Context: an optimization exercise on an open-source flow, tuned for small area, a short achievable clock period and few clock cycles per item. The choices shown serve that exercise and are no tape-out recipe.
RTL that was checked went through simulation tests only; none was proved equivalent to the original.
No activity file was given, so power comes from the tool's default toggle rates.

## run D
==> flow/design.v (excerpt) <==
module nonpreemptive_priority_scheduler_unit (
  input  logic              clk,
  input  logic              rst,
  input  logic              jobs_valid,
  output logic              jobs_ready,
  input  logic              jobs_op,
  input  logic [IdW-1:0]    jobs_job_id,
  input  logic [BurstW-1:0] jobs_burst_ms,
  input  logic [PrioW-1:0]  jobs_prio_level,
  output logic              results_valid,
  input  logic              results_ready,
  output logic [KindW-1:0]  results_kind,
  output logic [IdW-1:0]    results_out_id,
  output logic [BurstW-1:0] results_out_burst,
  output logic [PrioW-1:0]  results_out_prio,
  output logic [TimeW-1:0]  results_turnaround,
  output logic [TimeW-1:0]  results_waiting,
  output logic [SumW-1:0]   results_sum_turnaround,
  output logic [SumW-1:0]   results_sum_waiting,
  output logic [DoneW-1:0]  results_jobs_done,
  output logic              results_last
);
Size in the first run: about 3400 cells after synthesis, roughly 49000 µm² of cells after synthesis.
Settings: LEC_CHECK=0, CAP_MARGIN=20, CORE_MARGIN=2, CORE_UTILIZATION=40, PLACE_DENSITY=0.6, SETUP_SLACK_MARGIN=2.3, SLEW_MARGIN=20; clock period 5.0 ns.
standard.sh (not shown) runs the stock make flow with config.mk's settings and CLKGATE_MAP_FILE= SYNTH_SCRIPT=/design/flow/synth_recipe.tcl, a recipe that flattens the netlist after the stock synthesis.
==> flow/flow/run.sh <==
#!/bin/bash
# The standard layout (standard.sh), with two changes passed to ORFS through its
# own variables: the port buffers use a plain buffer cell, and clock tree
# synthesis inserts no dummy loads. Everything else is the standard flow.
set -euo pipefail
export BUFFER_PORTS_ARGS="-buffer_cell sky130_fd_sc_hd__buf_4"
export CTS_ARGS="-sink_clustering_enable -repair_clock_nets -dont_use_dummy_load -buf_list sky130_fd_sc_hd__clkbuf_16 -sink_clustering_size 30 -sink_clustering_max_diameter 60"
bash standard.sh > standard_flow.log 2>&1
Here is what was changed in the inputs of run B compared with run D.
-- flow/design.v --
<<< run D, line 70
  endfunction
  function automatic logic [3:0] cnt8(input logic [7:0] v);
    logic [1:0] s1 [4];
    logic [2:0] s2 [2];
    for (int i = 0; i < 4; i++) s1[i] = {1'b0, v[2*i]} + {1'b0, v[2*i+1]};
    for (int i = 0; i < 2; i++) s2[i] = {1'b0, s1[2*i]} + {1'b0, s1[2*i+1]};
    cnt8 = {1'b0, s2[0]} + {1'b0, s2[1]};
  endfunction
  function automatic logic [15:0] lowest16(input logic [15:0] v);
>>> run B, line 70
  endfunction
  function automatic logic [3:0] cnt8(input logic [7:0] v);
    logic [7:0] s;
    logic       t;
    s = v;
    t = s[0] & s[1]; s[0] = s[0] | s[1]; s[1] = t;
    t = s[2] & s[3]; s[2] = s[2] | s[3]; s[3] = t;
    t = s[4] & s[5]; s[4] = s[4] | s[5]; s[5] = t;
    t = s[6] & s[7]; s[6] = s[6] | s[7]; s[7] = t;
    t = s[0] & s[2]; s[0] = s[0] | s[2]; s[2] = t;
    t = s[1] & s[3]; s[1] = s[1] | s[3]; s[3] = t;
    t = s[4] & s[6]; s[4] = s[4] | s[6]; s[6] = t;
    t = s[5] & s[7]; s[5] = s[5] | s[7]; s[7] = t;
    t = s[1] & s[2]; s[1] = s[1] | s[2]; s[2] = t;
    t = s[5] & s[6]; s[5] = s[5] | s[6]; s[6] = t;
    t = s[0] & s[4]; s[0] = s[0] | s[4]; s[4] = t;
    t = s[1] & s[5]; s[1] = s[1] | s[5]; s[5] = t;
    t = s[2] & s[6]; s[2] = s[2] | s[6]; s[6] = t;
    t = s[3] & s[7]; s[3] = s[3] | s[7]; s[7] = t;
    t = s[2] & s[4]; s[2] = s[2] | s[4]; s[4] = t;
    t = s[3] & s[5]; s[3] = s[3] | s[5]; s[5] = t;
    t = s[1] & s[2]; s[1] = s[1] | s[2]; s[2] = t;
    t = s[3] & s[4]; s[3] = s[3] | s[4]; s[4] = t;
    t = s[5] & s[6]; s[5] = s[5] | s[6]; s[6] = t;
    cnt8[3] = s[7];
    cnt8[2] = s[3] & ~s[7];
    cnt8[1] = (s[1] & ~s[3]) | (s[5] & ~s[7]);
    cnt8[0] = (s[0] & ~s[1]) | (s[2] & ~s[3]) | (s[4] & ~s[5]) | (s[6] & ~s[7]);
  endfunction
  function automatic logic [15:0] lowest16(input logic [15:0] v);
As of run B, total number of vias had risen slightly compared to run D.
Any difference in die area between run D and run B is small enough to ignore.
Between run B and run D, it is run B whose synthesized cell count is higher, by 59.
On wire length, run B tracks run D almost exactly.
Comparing run B with run D, the cell area came out essentially unchanged.
Part of the total power dissipated in combinational logic essentially unchanged between run B and run D.
Run D and run B ended up with nearly the same layout-stage area growth over the synthesis result.
Diff run D..run B | final design utilization | negligible
No run of this note included a check of the RTL's function; only the layout flow was run.

* * *

## v18
Another version of the RTL of nonpreemptive_priority_scheduler_unit (not shown whole).
Size: roughly 3,500 cells after synthesis, roughly 1,200 flip-flops, about 180 I/O pins.
Settings: LEC_CHECK=0, CAP_MARGIN=20, CORE_MARGIN=2, CORE_UTILIZATION=40, PLACE_DENSITY=0.6, SETUP_SLACK_MARGIN=2.3, SLEW_MARGIN=20; clock period 5.0 ns.
Scripts as last shown in full above: flow/flow/run.sh
Input changes introduced in v3 (baseline for comparison: v18):
--- a/flow/design.v
+++ b/flow/design.v
@@ -93,18 +93,20 @@
     t = s[5] & s[6]; s[5] = s[5] | s[6]; s[6] = t;
     cnt8[3] = s[7];
     cnt8[2] = s[3] & ~s[7];
     cnt8[1] = (s[1] & ~s[3]) | (s[5] & ~s[7]);
     cnt8[0] = (s[0] & ~s[1]) | (s[2] & ~s[3]) | (s[4] & ~s[5]) | (s[6] & ~s[7]);
   endfunction
   function automatic logic [15:0] lowest16(input logic [15:0] v);
     logic [15:0] below;
-    below[0] = 1'b0;
-    for (int i = 1; i < 16; i++) below[i] = below[i-1] | v[i-1];
+    below = {v[14:0], 1'b0};
+    for (int d = 1; d < 16; d = d * 2) begin
+      for (int i = 15; i >= d; i--) below[i] = below[i] | below[i-d];
+    end
     lowest16 = v & ~below;
   endfunction
   function automatic logic [12:0] add12c(input logic [11:0] a, input logic [11:0] b,
                                          input logic ci);
     logic [11:0] p, g, pp, gg;
     p  = a ^ b;
     g  = a & b;
     g[0] = g[0] | (p[0] & ci);
@@ -160,24 +162,21 @@
   assign i_start = i_v & (i_op == OP_START);
   assign full    = ncnt[4];
   assign do_wr   = i_add & ~full;
   assign do_drop = i_add & full;
   assign do_hand = i_start & (ncnt != 5'd0);
   assign n16      = ~i_start & (full | (f_n15 & do_wr));
   assign wr_now   = acc & (jobs_op == OP_ADD) & ~n16;
   assign drop_now = acc & (jobs_op == OP_ADD) & n16;
-  always_comb begin
-    i_oh = '0;
-    i_oh[i_slot] = 1'b1;
-  end
   always_ff @(posedge clk) begin
     i_op   <= jobs_op;
     i_prio <= jobs_prio_level;
     i_slot <= a_idx;
+    i_oh   <= a_oh;
     if (rst) i_v <= 1'b0;
     else     i_v <= acc;
   end
   logic [QD-1:0] freem;
   logic [3:0]    a_idx, a_idx_n;
   logic [QD-1:0] a_oh, a_oh_n;
   assign freem = ~(vnew | dmask | pmask | (do_wr ? i_oh : '0) | (wr_now ? a_oh : '0));
   always_comb begin
## What came out
What v3 reported for largest net degree at the start of global routing has to be multiplied by 1.8 to get the figure for v18.
Summary of v3 over v18: area share of xor/xnor cells in the synthesized design did not really move, register-to-register slack went up.
The origin of the worst setup path comes out p_job[8] in one run and r_tat[0] in the other, namely in v18 and v3 respectively.
Compared with v18, in v3 leakage dissipation decreased about 4.6%, largest stage delay on the critical path fell by 140 ps.
v3 vs v18: maximum ir drop on the vdd rail up in v3
Testbench counts of v3, summed over its fixed seeds: cycles 14,488, items 8,000.
The RTL of v18 was laid out without a check of its function.

-- port drivers added, routing unchanged --
How much do the figures lean on ideal ports? The routed layouts below were timed once more, with nothing changed but the port constraints. Step 1: set_driving_cell puts a clkbuf_16 on clk and a buf_2 on each other input, an assumption about the parent block. Step 2 moves the port delays by t, midway between the first and last clock arrival at a register: inputs arrive t later, outputs are due t later. That takes back most of the time a late clock gives input paths. a / b / c = ideal / step 1 / step 2; a / b = the first two.
run | t (ns) | slack for setup (ns) | hold WS [ns] | slew at the worst register clock pin (ns) | worst data-port slew with drivers (ns)
run D | 0.746 | 2.018 / 2.018 / 1.609 | 0.330 / 0.330 / 0.330 | 0.10 / 0.10 | 0.14
run B | 0.752 | 1.829 / 1.829 / 1.201 | 0.326 / 0.326 / 0.326 | 0.10 / 0.10 | 0.16
v18 | 0.734 | 1.925 / 1.925 / 1.551 | 0.317 / 0.317 / 0.317 | 0.09 / 0.09 | 0.18
v3 | 0.738 | 2.005 / 2.005 / 1.599 | 0.332 / 0.332 / 0.332 | 0.10 / 0.10 | 0.14
After both steps setup and hold are still met in every run listed. For run B, which loses most, drivers alone change the setup slack by 0.000 ns; drivers and shift together by -0.628 ns.
